Source: an optimization exercise on an open RTL-to-GDS flow (aim: small area, a short achievable clock period and few clock cycles per item). Production flows keep margins and buffers that such runs may drop. Only simulation tests tie the RTL to the original design; equivalence was not proved. Power is estimated from default activity; no workload was simulated.

// matvec_top
module matvec_top (
    input  logic        clk,
    input  logic        reset,
    input  logic        input_valid,
    output logic        input_ready,
    input  logic [13:0] input_data,
    input  logic        new_matrix,
    output logic        output_valid,
    input  logic        output_ready,
    output logic [27:0] output_data
);
Size in the first run: roughly 7800 cells after synthesis, roughly 2600 flip-flops, roughly 49 I/O pins, roughly 100000 um2 of cells after synthesis.
Settings: LEC_CHECK=0, CAP_MARGIN=20, CORE_MARGIN=2, CORE_UTILIZATION=70, CTS_CLUSTER_DIAMETER=100, CTS_CLUSTER_SIZE=25, SETUP_SLACK_MARGIN=4.3, SLEW_MARGIN=20, SYNTH_HIERARCHICAL=1; clock period 7.0 ns.
run.sh (not shown) runs the stock make flow with config.mk's settings and CLKGATE_MAP_FILE= SYNTH_SCRIPT=/design/flow/synth_recipe.tcl, a recipe that flattens the netlist after the stock synthesis.
Testbench counts at the start, summed over its fixed seeds: cycles 8,304, items 4,096.
Then changed:
CORE_UTILIZATION = 60   (was 70)
Setup slack loses 0.032 ns.
Non-clock buffer count went up by 15.
Via count went down slightly.
Total power went up slightly.
Wire length went up by a few percent.
Area after synthesis stays the same.
Sequential power is about the same.
Cell area went up slightly.
First-iteration DRC count went down by about a fifth.
Worst hold slack loses 0.023 ns.
Global-route usage went down by 3.8 points.


Setup of run A:
matvec_top, a different RTL version from the one above (not shown whole).
Size: roughly 7800 cells after synthesis, roughly 2600 flip-flops, roughly 49 I/O pins, roughly 0.10 mm² of cells after synthesis.
Settings: LEC_CHECK=0, CAP_MARGIN=20, CORE_MARGIN=2, CORE_UTILIZATION=70, CTS_CLUSTER_DIAMETER=100, CTS_CLUSTER_SIZE=25, SETUP_SLACK_MARGIN=4.5, SLEW_MARGIN=20, SYNTH_HIERARCHICAL=1; clock period 7.0 ns.
Testbench counts of run A, summed over its fixed seeds: cycles 8,304, items 4,096.
Setup changes, run A to run H
- SETUP_SLACK_MARGIN: 4.5 -> 4.3
### Flow results
- Note that the non-clock buffer count recorded for run H amounts to 0.801 times the value seen in run A.
- Run H vs. run A: final routed wirelength across all metal layers now smaller; total number of cells along the worst setup path has increased.
- The number of DRC violations after detailed-routing iteration 0 of run A and that of run H are within noise of each other.


matvec_top, a different RTL version from the one above (not shown whole).
Size: about 7800 cells after synthesis, roughly 2600 flip-flops, about 49 I/O pins.
==> flow/config.mk <==
export PLATFORM = sky130hd
export DESIGN_NAME = matvec_top
export DESIGN_NICKNAME = matvec_top
export VERILOG_FILES = /design/flow/design.v
export SDC_FILE = /design/flow/constraint.sdc
export NUM_CORES = 4
export LEC_CHECK = 0
export CAP_MARGIN = 20
export CORE_MARGIN = 2
export CORE_UTILIZATION = 70
export CTS_CLUSTER_DIAMETER = 100
export CTS_CLUSTER_SIZE = 30
export SETUP_SLACK_MARGIN = 4.5
export SLEW_MARGIN = 20
export SYNTH_HIERARCHICAL = 1
==> flow/constraint.sdc <==
create_clock -name core_clock -period 7.0 [get_ports {clk}]
set_input_delay 1.4000 -clock core_clock [delete_from_list [all_inputs] [get_ports {clk}]]
set_output_delay 1.4000 -clock core_clock [all_outputs]
set_load 0.01 [all_outputs]
Testbench counts at the start, summed over its fixed seeds: cycles 8,304, items 4,096.
Rerun with:
--- a/flow/config.mk
+++ b/flow/config.mk
@@ -13 +13 @@
-export SETUP_SLACK_MARGIN = 4.5
+export SETUP_SLACK_MARGIN = 4.7
After rerunning: The new run produced a clean layout. Maximum frequency stays flat. Count of clock-buffer cells in the layout stays the same. Power came out higher by 0.40%. Global-route usage increases by 0.70 points. Area after synthesis stays the same. First-iteration DRC count came out higher by about 3%. Via count rises by 3.7%. Utilization rose by 3.0 points. Routed wire length rose by 4.0%. Non-clock buffer count came out higher by 348. Setup slack barely changes.
Rerun with:
--- a/flow/config.mk
+++ b/flow/config.mk
@@ -10 +10 @@
-export CORE_UTILIZATION = 70
+export CORE_UTILIZATION = 80
@@ -12,2 +12,2 @@
-export CTS_CLUSTER_SIZE = 30
-export SETUP_SLACK_MARGIN = 4.7
+export CTS_CLUSTER_SIZE = 25
+export SETUP_SLACK_MARGIN = 4.5
Routed wire length grows by 0.98%; cell count shrinks by 6.0%; total power grows by 1.7%.
Rerun with:
--- a/flow/config.mk
+++ b/flow/config.mk
@@ -10 +10 @@
-export CORE_UTILIZATION = 80
+export CORE_UTILIZATION = 70
Core utilization falls by 10 points.
Routed wire length falls by about 5%.
Global-route usage falls by 6.5 points.
Rerun with:
--- a/flow/config.mk
+++ b/flow/config.mk
@@ -7,0 +8 @@
+export ABC_AREA = 1
Final area rises by a few percent.
Final cell count is higher by well over a third.
Power barely changes.
First-iteration DRC count grows by a quarter to a third.
Setup slack got worse by 0.016 ns.
Die area is higher by a little under a tenth.

[static timing again, ports no longer ideal]
The flow's constraints put no driver on any port. The routed layouts listed below were extracted and timed again, unchanged, in two steps.
Step 1 (the two cells are an assumption about what drives the block):
set clk [get_ports {clk}]
set_driving_cell -lib_cell sky130_fd_sc_hd__clkbuf_16 $clk
set_driving_cell -lib_cell sky130_fd_sc_hd__buf_2 [delete_from_list [all_inputs] $clk]
Step 2 also shifts input and output timing later by t, the mid clock arrival at the registers, as if the neighbouring blocks saw the same clock.
a / b / c = ideal / step 1 / step 2; a / b = the first two.
run | t, ns | slack for setup (ns) | worst setup path at the end | pins driven straight from the clock port
the first run of note 1 | 0.862 | 4.273 / 4.231 / 3.678 | input to register | 1
the second run of note 1 | 0.905 | 4.241 / 4.184 / 3.678 | input to register | 1
run A | 0.869 | 4.335 / 4.243 / 3.630 | input to register | 1
run H | 0.859 | 4.127 / 4.196 / 3.336 | input to register | 1
the first run of note 3 | 0.850 | 4.329 / 4.250 / 3.771 | input to register | 1
the second run of note 3 | 0.849 | 4.329 / 4.250 / 3.924 | input to register | 1
the third run of note 3 | 0.866 | 4.288 / 4.200 / 3.673 | input to register | 1
the fourth run of note 3 | 0.859 | 4.327 / 4.247 / 3.772 | input to register | 1
the fifth run of note 3 | 0.863 | 4.312 / 4.229 / 3.853 | input to register | 1
After both steps setup and hold are still met in every run listed. For run H, which loses most, drivers alone change the setup slack by +0.069 ns; drivers and shift together by -0.791 ns.
